Context: an optimization exercise on an open-source flow, tuned for small area, a short achievable clock period and few clock cycles. The choices shown serve that exercise and are no tape-out recipe.
Only simulation tests tie the RTL to the original design; equivalence was not proved.
Power is estimated from default activity; no workload was simulated.

File: config.mk
export PLATFORM = sky130hd
export DESIGN_NAME = cpu
export DESIGN_NICKNAME = cpu
export VERILOG_FILES = /design/flow/design.v
export SDC_FILE = /design/flow/constraint.sdc
export NUM_CORES = 4
export LEC_CHECK = 0
export CAP_MARGIN = 20
export CORE_MARGIN = 2
export CORE_UTILIZATION = 40
export SLEW_MARGIN = 20
File: constraint.sdc
create_clock -name core_clock -period 6.5 [get_ports {cpu_clock}]
set_input_delay 1.3000 -clock core_clock [delete_from_list [all_inputs] [get_ports {cpu_clock}]]
set_output_delay 1.3000 -clock core_clock [all_outputs]
set_load 0.01 [all_outputs]
File: design.v
`default_nettype none
package cpu_pkg;
    typedef logic [15:0] word_t;
    typedef logic [3:0] operand_t;
    typedef enum logic [3:0] {
        op_copy = 4'd0,
        op_add  = 4'd1,
        op_sub  = 4'd2,
        op_and  = 4'd3,
        op_or   = 4'd4,
        op_xor  = 4'd5,
        op_shl  = 4'd6,
        op_shr  = 4'd7
    } alu_op_t;
    typedef enum logic [2:0] {
        eff_always    = 3'd0,
        eff_zero      = 3'd1,
        eff_not_zero  = 3'd2,
        eff_carry     = 3'd3,
        eff_not_carry = 3'd4,
        eff_negative  = 3'd5,
        eff_overflow  = 3'd6,
        eff_never     = 3'd7
    } effect_t;
    typedef enum logic [5:0] {
        step_fetch_low  = 6'b000001,
        step_fetch_high = 6'b000010,
        step_operand    = 6'b000100,
        step_source     = 6'b001000,
        step_execute    = 6'b010000,
        step_writeback  = 6'b100000
    } step_t;
    localparam operand_t operand_pc = 4'd0;
    localparam operand_t operand_imm = 4'd7;
    localparam operand_t operand_flags = 4'd8;
    localparam operand_t operand_mem_abs = 4'd15;
    localparam int flag_zero = 0;
    localparam int flag_negative = 1;
    localparam int flag_carry = 2;
    localparam int flag_overflow = 3;
    localparam word_t reset_pc = 16'h0000;
    localparam word_t reset_flags = 16'h0000;
    localparam word_t pc_step = 16'd2;
endpackage
`default_nettype wire
`timescale 1ns/1ns
`default_nettype none
module step_sequencer (
    input wire cpu_clock,
    input wire reset,
    input wire copy_op,
    output cpu_pkg::step_t step
);
    cpu_pkg::step_t step_next;
    always_comb begin
        case (step)
            cpu_pkg::step_fetch_low: step_next = cpu_pkg::step_fetch_high;
            cpu_pkg::step_fetch_high: step_next = cpu_pkg::step_operand;
            cpu_pkg::step_operand: step_next = cpu_pkg::step_source;
            cpu_pkg::step_source: begin
                step_next = copy_op ? cpu_pkg::step_writeback : cpu_pkg::step_execute;
            end
            cpu_pkg::step_execute: step_next = cpu_pkg::step_writeback;
            cpu_pkg::step_writeback: step_next = cpu_pkg::step_fetch_low;
            default: step_next = cpu_pkg::step_fetch_low;
        endcase
    end
    always_ff @(posedge cpu_clock) begin
        if (reset) begin
            step <= cpu_pkg::step_fetch_low;
        end else begin
            step <= step_next;
        end
    end
endmodule
`default_nettype wire
`timescale 1ns/1ns
`default_nettype none
module instruction_decoder (
    input wire cpu_clock,
    input wire reset,
    input wire cpu_pkg::step_t step,
    input wire cpu_pkg::word_t mem_read_data,
    input wire cpu_pkg::word_t flags,
    output cpu_pkg::operand_t src,
    output cpu_pkg::operand_t dst,
    output cpu_pkg::alu_op_t op,
    output cpu_pkg::word_t imm,
    output logic src_mem,
    output logic dst_mem,
    output logic copy_op,
    output logic store_en
);
    cpu_pkg::word_t imm_q;
    function automatic logic effect_taken(
        input cpu_pkg::effect_t effect,
        input cpu_pkg::word_t f
    );
        logic taken;
        case (effect)
            cpu_pkg::eff_always: taken = 1'b1;
            cpu_pkg::eff_zero: taken = f[cpu_pkg::flag_zero];
            cpu_pkg::eff_not_zero: taken = ~f[cpu_pkg::flag_zero];
            cpu_pkg::eff_carry: taken = f[cpu_pkg::flag_carry];
            cpu_pkg::eff_not_carry: taken = ~f[cpu_pkg::flag_carry];
            cpu_pkg::eff_negative: taken = f[cpu_pkg::flag_negative];
            cpu_pkg::eff_overflow: taken = f[cpu_pkg::flag_overflow];
            cpu_pkg::eff_never: taken = 1'b0;
            default: taken = 1'b0;
        endcase
        effect_taken = taken;
    endfunction
    always_ff @(posedge cpu_clock) begin
        if (reset) begin
            src <= cpu_pkg::operand_pc;
            dst <= cpu_pkg::operand_pc;
            op <= cpu_pkg::op_copy;
            store_en <= 1'b0;
        end else if (step == cpu_pkg::step_fetch_high) begin
            src <= mem_read_data[15:12];
            dst <= mem_read_data[11:8];
            op <= cpu_pkg::alu_op_t'(mem_read_data[3:0]);
            store_en <= effect_taken(cpu_pkg::effect_t'(mem_read_data[6:4]), flags);
        end
    end
    always_ff @(posedge cpu_clock) begin
        if (step == cpu_pkg::step_operand) begin
            imm_q <= mem_read_data;
        end
    end
    assign imm = (step == cpu_pkg::step_operand) ? mem_read_data : imm_q;
    assign src_mem = src > cpu_pkg::operand_flags;
    assign dst_mem = dst > cpu_pkg::operand_flags;
    assign copy_op = (op == cpu_pkg::op_copy) | op[3];
endmodule
`default_nettype wire
`timescale 1ns/1ns
`default_nettype none
module register_file (
    input wire cpu_clock,
    input wire reset,
    input wire cpu_pkg::step_t step,
    input wire cpu_pkg::operand_t src,
    input wire cpu_pkg::operand_t dst,
    input wire cpu_pkg::word_t imm,
    input wire store_en,
    input wire cpu_pkg::word_t result,
    input wire cpu_pkg::word_t alu_flags,
    input wire copy_op,
    output cpu_pkg::word_t pc,
    output cpu_pkg::word_t flags,
    output cpu_pkg::word_t src_base,
    output cpu_pkg::word_t dst_base
);
    cpu_pkg::word_t gpr [1:6];
    function automatic cpu_pkg::word_t operand_value(input cpu_pkg::operand_t code);
        cpu_pkg::word_t value;
        case (code)
            cpu_pkg::operand_pc: value = pc;
            cpu_pkg::operand_imm: value = imm;
            cpu_pkg::operand_flags: value = flags;
            cpu_pkg::operand_mem_abs: value = imm;
            default: value = gpr[code[2:0]];
        endcase
        operand_value = value;
    endfunction
    always_comb begin
        src_base = operand_value(src);
        if (src > cpu_pkg::operand_flags && src != cpu_pkg::operand_mem_abs) begin
            src_base = src_base + imm;
        end
    end
    always_comb begin
        dst_base = operand_value(dst);
    end
    always_ff @(posedge cpu_clock) begin
        if (reset) begin
            pc <= cpu_pkg::reset_pc;
            flags <= cpu_pkg::reset_flags;
            for (int i = 1; i <= 6; i++) begin
                gpr[i] <= '0;
            end
        end else begin
            if (step == cpu_pkg::step_fetch_low || step == cpu_pkg::step_fetch_high) begin
                pc <= pc + cpu_pkg::pc_step;
            end
            if (step == cpu_pkg::step_writeback) begin
                if (store_en) begin
                    case (dst)
                        cpu_pkg::operand_pc: pc <= result;
                        cpu_pkg::operand_flags: flags <= result;
                        default: begin
                            if (dst >= 4'd1 && dst <= 4'd6) begin
                                gpr[dst[2:0]] <= result;
                            end
                        end
                    endcase
                end
                if (!copy_op) begin
                    flags <= alu_flags;
                end
            end
        end
    end
endmodule
`default_nettype wire
`timescale 1ns/1ns
`default_nettype none
module execute_unit (
    input wire cpu_clock,
    input wire reset,
    input wire cpu_pkg::step_t step,
    input wire cpu_pkg::alu_op_t op,
    input wire copy_op,
    input wire cpu_pkg::word_t src_val,
    input wire cpu_pkg::word_t dst_val,
    input wire cpu_pkg::word_t flags,
    output cpu_pkg::word_t result,
    output cpu_pkg::word_t alu_flags
);
    logic [16:0] sum;
    logic [16:0] diff;
    cpu_pkg::word_t alu_out;
    logic carry_next;
    logic overflow_next;
    logic carry_q;
    logic overflow_q;
    assign sum = {1'b0, dst_val} + {1'b0, src_val};
    assign diff = {1'b0, dst_val} - {1'b0, src_val};
    always_comb begin
        alu_out = src_val;
        carry_next = 1'b0;
        overflow_next = 1'b0;
        case (op)
            cpu_pkg::op_add: begin
                alu_out = sum[15:0];
                carry_next = sum[16];
                overflow_next = (dst_val[15] == src_val[15]) && (sum[15] != dst_val[15]);
            end
            cpu_pkg::op_sub: begin
                alu_out = diff[15:0];
                carry_next = diff[16];
                overflow_next = (dst_val[15] != src_val[15]) && (diff[15] != dst_val[15]);
            end
            cpu_pkg::op_and: alu_out = dst_val & src_val;
            cpu_pkg::op_or: alu_out = dst_val | src_val;
            cpu_pkg::op_xor: alu_out = dst_val ^ src_val;
            cpu_pkg::op_shl: alu_out = dst_val << src_val[3:0];
            cpu_pkg::op_shr: alu_out = dst_val >> src_val[3:0];
            default: alu_out = src_val;
        endcase
    end
    always_ff @(posedge cpu_clock) begin
        if (step == cpu_pkg::step_execute) begin
            result <= alu_out;
        end else if (step == cpu_pkg::step_source && copy_op) begin
            result <= src_val;
        end
    end
    always_ff @(posedge cpu_clock) begin
        if (reset) begin
            carry_q <= 1'b0;
            overflow_q <= 1'b0;
        end else if (step == cpu_pkg::step_execute) begin
            carry_q <= carry_next;
            overflow_q <= overflow_next;
        end
    end
    always_comb begin
        alu_flags = flags;
        alu_flags[cpu_pkg::flag_zero] = (result == '0);
        alu_flags[cpu_pkg::flag_negative] = result[15];
        alu_flags[cpu_pkg::flag_carry] = carry_q;
        alu_flags[cpu_pkg::flag_overflow] = overflow_q;
    end
endmodule
`default_nettype wire
`timescale 1ns/1ns
`default_nettype none
module bus_interface (
    input wire cpu_clock,
    input wire reset,
    input wire cpu_pkg::step_t step,
    input wire cpu_pkg::word_t pc,
    input wire cpu_pkg::word_t src_base,
    input wire cpu_pkg::word_t dst_base,
    input wire src_mem,
    input wire dst_mem,
    input wire copy_op,
    input wire store_en,
    input wire cpu_pkg::word_t result,
    input wire cpu_pkg::word_t mem_read_data,
    output cpu_pkg::word_t mem_address,
    output logic mem_read,
    output logic mem_write,
    output cpu_pkg::word_t mem_write_data,
    output cpu_pkg::word_t src_val,
    output cpu_pkg::word_t dst_val
);
    cpu_pkg::word_t src_in;
    cpu_pkg::word_t dst_in;
    cpu_pkg::word_t src_q;
    cpu_pkg::word_t dst_q;
    always_comb begin
        case (step)
            cpu_pkg::step_operand: mem_address = src_base;
            cpu_pkg::step_source: mem_address = dst_base;
            cpu_pkg::step_writeback: mem_address = dst_base;
            default: mem_address = pc;
        endcase
    end
    assign mem_read = (step == cpu_pkg::step_fetch_low)
                    | (step == cpu_pkg::step_fetch_high)
                    | ((step == cpu_pkg::step_operand) & src_mem)
                    | ((step == cpu_pkg::step_source) & dst_mem & ~copy_op);
    assign mem_write = (step == cpu_pkg::step_writeback) & store_en & dst_mem;
    assign mem_write_data = result;
    assign src_in = src_mem ? mem_read_data : src_base;
    assign dst_in = dst_mem ? mem_read_data : dst_base;
    always_ff @(posedge cpu_clock) begin
        if (reset) begin
            src_q <= '0;
            dst_q <= '0;
        end else begin
            if (step == cpu_pkg::step_source) begin
                src_q <= src_in;
            end
            if (step == cpu_pkg::step_execute) begin
                dst_q <= dst_in;
            end
        end
    end
    assign src_val = (step == cpu_pkg::step_source) ? src_in : src_q;
    assign dst_val = (step == cpu_pkg::step_execute) ? dst_in : dst_q;
endmodule
`default_nettype wire
`timescale 1ns/1ns
`default_nettype none
module cpu (
    input wire cpu_clock,
    input wire reset,
    output cpu_pkg::word_t mem_address,
    output logic mem_read,
    output logic mem_write,
    output cpu_pkg::word_t mem_write_data,
    input wire cpu_pkg::word_t mem_read_data
);
    cpu_pkg::step_t step;
    cpu_pkg::operand_t src;
    cpu_pkg::operand_t dst;
    cpu_pkg::alu_op_t op;
    cpu_pkg::word_t imm;
    logic src_mem;
    logic dst_mem;
    logic copy_op;
    logic store_en;
    cpu_pkg::word_t pc;
    cpu_pkg::word_t flags;
    cpu_pkg::word_t src_base;
    cpu_pkg::word_t dst_base;
    cpu_pkg::word_t src_val;
    cpu_pkg::word_t dst_val;
    cpu_pkg::word_t result;
    cpu_pkg::word_t alu_flags;
    step_sequencer i_step_sequencer (
        .cpu_clock(cpu_clock), .reset(reset), .copy_op(copy_op), .step(step)
    );
    instruction_decoder i_instruction_decoder (
        .cpu_clock(cpu_clock), .reset(reset), .step(step),
        .mem_read_data(mem_read_data), .flags(flags),
        .src(src), .dst(dst), .op(op), .imm(imm),
        .src_mem(src_mem), .dst_mem(dst_mem), .copy_op(copy_op), .store_en(store_en)
    );
    register_file i_register_file (
        .cpu_clock(cpu_clock), .reset(reset), .step(step),
        .src(src), .dst(dst), .imm(imm), .store_en(store_en),
        .result(result), .alu_flags(alu_flags), .copy_op(copy_op),
        .pc(pc), .flags(flags), .src_base(src_base), .dst_base(dst_base)
    );
    execute_unit i_execute_unit (
        .cpu_clock(cpu_clock), .reset(reset), .step(step),
        .op(op), .copy_op(copy_op), .src_val(src_val), .dst_val(dst_val),
        .flags(flags), .result(result), .alu_flags(alu_flags)
    );
    bus_interface i_bus_interface (
        .cpu_clock(cpu_clock), .reset(reset), .step(step),
        .pc(pc), .src_base(src_base), .dst_base(dst_base),
        .src_mem(src_mem), .dst_mem(dst_mem), .copy_op(copy_op), .store_en(store_en),
        .result(result), .mem_read_data(mem_read_data),
        .mem_address(mem_address), .mem_read(mem_read), .mem_write(mem_write),
        .mem_write_data(mem_write_data), .src_val(src_val), .dst_val(dst_val)
    );
endmodule
`default_nettype wire
File: run.sh
#!/bin/bash
# synth_recipe.tcl (not shown) runs the flow's synth.tcl, then flattens the netlist and writes it again
# the make line also repeats each setting of config.mk as NAME=value (left out here)
make -C /OpenROAD-flow-scripts/flow DESIGN_CONFIG=/design/flow/config.mk WORK_HOME=/design/flow/orfs CLKGATE_MAP_FILE= SYNTH_SCRIPT=/design/flow/synth_recipe.tcl finish
==> results.txt <==
- HP Class: reg -> reg
- Leading area contributor after synthesis: edfxtp_1
- Total track usage: 28.1%
- Clk pin slew, worst setup/hold paths: around 0.06 ns
- Critical path arrival: 5.03 ns
- Hold wc startpoint: i_register_file.pc[0]
- CTS tree: yes
- Sw frac: between 20% and 30%
- Final core occ: 47.0%
- Seq pwr share: 42.3%
- Nets@finish: roughly 2000
- Area after DPL: between 15000 and 20000 um^2
- Period utilization: 97.3%
- Status: no timing/DRC/antenna violations
- Pleak: 8.14 nW
- Layout cells sized above 1: between 10% and 20%
- Worst endpoint required time: around 5.2 ns
- Syn avg cell area: between 9 and 10 um^2
- CP endpoint kind: output pin
- Ranking of synthesized cells by area: edfxtp_1 25%, dfxtp_1 12%, mux2i_1 11%
- Chip Height: roughly 210 um
- Pre-Repair DR Iteration Count: 5
- Clk buf depth: 3
- Clock power share: 38.8%
- DRT iter0 DRCs: around 1600
- Peak VDD IR: just over 0.2 mV
- Post-synth top cells: 191 x nor2_1, 188 x mux2i_1, 172 x nand2_1
- First-pass GRT wire length: ~95000 um
- Final Cell Area: roughly 20000 um^2
- I/O Buffers: 51
- Final antenna-violating net count: 0
- Synth unique cells: 92
- Cell Area, Synth: 17500 um^2
- Std cell rows: 76
- Power Total: ~0.0043 W
- Worst reg2reg path depth: 17
- Crit Path Category: in -> out
- Global routing's busiest layer: met2
- Final min period: roughly 6.3 ns
- Setup Skew: 0.0220 ns
- Crit-path max FO: 3
- Total Routed Length: between 60000 and 70000 um
- Internal power: around 0.003 W
- Critical Path Source Type: input pin
- M1 GR Usage: between 40% and 50%
- RSZ-0062 raised after global routing: no
- Reg2reg end: i_execute_unit.result[15]
- Met2 Usage GRT: 42.7%
- Root Driver: clkbuf_16
- DPL Wire Length: 47000 um
- Fmax: 158 MHz
- Inserted Diodes: 0
- Die footprint: between 40000 and 50000 um^2
- Hold Path End: i_register_file.pc[0]
- H-tree levels: 1
- Drt drc: 0
- Insertion delay to the later sink of the worst-skew pair: a little under 0.6 ns
- Count leader, synth: nor2_1
- Gr ovfl total: 0
- YS warnings: 5
- Cell depth of the worst min-delay path: 2
- Die width: around 210 um
- Initial antenna violation count: 0
- Core Area: 43100 um^2
- Synth top area share: approximately a quarter
- Largest net degree at the start of global routing: 84
- Sequential area share after synthesis: 37.1%
- GR Util met3: 3.10%
- Worst-margin pin slew: between 1 and 1.5 ns
- Max-Cap Viols: 0
- CTS buffer count: 29
- Combinational Power Share: between 10% and 20%
- Via density: 6.03
- Final setup viols: 0
- Initial Utilization: between 40% and 50%
- GP Congestion: approximately 0.95
- NetSw: approximately 0.0012 W
- FF+latch count, synth: around 250
- Vias in the first global route: 14700
- Synthesized instance count: between 1500 and 2000
- Synthesis-to-layout area growth: 15.9%
- Worst R2R Setup Slack: about 0.76 ns
- EDFF count, synth: 144
- Post-synth ARST share: 0%
- Top_reg_cell synth: edfxtp_1
- P per Cell Area: ~210 nW/um^2
- I/O pin cnt: between 50 and 60
- Rel. slew slack: a little over a quarter
- Drt wl/cell: between 20 and 25 um
- Hold_buf cts: 0
- DR vias: around 16000
- Final Hold Violating Endpoints: 0
- Slew Limit Fails: 0
- Clock sinks: about 250
==> power by group through the flow <==
stage	Clock, W	Combinational [W]	Sequential, W
6_report	0.00165	0.000802	0.00180
5_1_grt	0.00173	0.000864	0.00181
4_1_cts	0.00167	0.000774	0.00180
3_5_place_dp	0	0.000765	0.00184
3_3_place_gp	0	0.000763	0.00183
2_1_floorplan	0	0.000504	0.00181
==> kinds of logic after synthesis <==
logic type / share of synthesized area [%]
AND/OR/NAND/NOR: 17.1
AO/OA/AOI/OAI: 18.0
flip-flops: 37.1
multiplexers: 16.0
buffers and inverters: 4.83
adder cells (fa/ha/maj): 5.22
XOR/XNOR: 1.86
other: 0.0215
==> worst max-delay path by stage <==
stage                     start              end  cells after the start
5_1_grt        mem_read_data[3]   mem_address[9]                     13
2_1_floorplan  mem_read_data[1]  mem_address[15]                     13
3_5_place_dp   mem_read_data[1]  mem_address[15]                     16
4_1_cts        mem_read_data[0]  mem_address[10]                     17
6_report       mem_read_data[1]   mem_address[9]                     15
3_3_place_gp   mem_read_data[0]  mem_address[12]                     17
==> critical path, stage by stage <==
cell and delay (ns):
clkdlybuf4s50_1 0.42, and3_1 0.19, o31ai_4 0.25, nor2_2 0.09
ha_1 0.30, a21o_1 0.18, a21o_1 0.22, a2111o_1 0.43
a31o_2 0.28, a21o_1 0.18, a21oi_1 0.18, xor2_1 0.23
o221ai_2 0.14, buf_4 0.17, clkdlybuf4s50_1 0.48
==> through the flow <==
stage,worst slack [ns],setup TNS [ns],std cells,hold slack [ns]
after CTS,0.0128,0,2567,0.513
after floorplan,1.13,0,1887,0.457
after global placement,-0.133,-0.241,2512,0.491
after global routing,0.00188,0,2575,0.538
final,0.175,0,2575,0.515
after detailed placement,-0.182,-0.538,2512,0.503
==> cell usage in the layout (no fill, tap or decap), drive strengths merged, types with 32 or more instances in the layout <==
cell / n
a211oi: 58
a21oi: 103
a22oi: 49
and2: 102
buf: 121
clkbuf: 37
clkdlybuf4s50: 43
conb: 32
dfxtp: 107
edfxtp: 144
ha: 68
inv: 78
mux2i: 198
mux4: 32
nand2: 173
nor2: 194
o21ai: 53
o22ai: 38
==> per-layer routing <==
layer  up-vias  wire (um)
met5         -          0
met4         0       1670
met3        87       4600
met2       677      28200
met1      7715      29800
li1       7051          -
==> what timing repair did <==
item                                    CTS  global route
pin swaps                                 0             6
gates resized for setup                   9            10
buffers inserted                          1             7
endpoints found under the setup margin    7             9
==> sequential cells by signal, indices dropped and copies added (netlist names), named ones only <==
name / count
i_register_file.flags: 16
i_execute_unit.result: 16
i_execute_unit.carry_q: 1
i_bus_interface.src_q: 16
i_bus_interface.dst_q: 16
i_execute_unit.overflow_q: 1
i_instruction_decoder.src: 4
i_instruction_decoder.dst: 4
i_instruction_decoder.op: 4
i_register_file.gpr: 128
i_register_file.pc: 16
i_step_sequencer.step: 6
i_instruction_decoder.store_en: 1
i_instruction_decoder.imm_q: 16
==> final cells by class <==
type,instances,area [um^2]
fillers,4060,22800
multi-input cells,1437,10300
flip-flops and latches,251,6470
repair buffers,170,1420
clock buffers,37,806
well taps,585,732
inverters,78,305
clock inverters,17,154
Testbench counts, summed over its fixed seeds: cycles 40,546.

-- static timing again, ports no longer ideal --
How much do the figures lean on ideal ports? The routed layout below was timed once more, with nothing changed but the port constraints.
Step 1 sets driving cells, clkbuf_16 on the clock port and buf_2 on the other inputs (assumed; they add their load-dependent delay and slew).
Step 2 also shifts input and output timing later by t, the mid clock arrival at the registers, as if the neighbouring blocks saw the same clock.
Three values: ideal, step 1, step 2; two values: the first two.
t (ns): 0.629
slack for setup (ns): 0.175 / 0.150 / 0.078
worst setup path after step 2: input to register
worst slew at a driven data input, ns: 0.05
After both steps this run still meets setup and hold. The setup slack of this run moves by -0.025 ns with the drivers and by -0.097 ns with both steps.
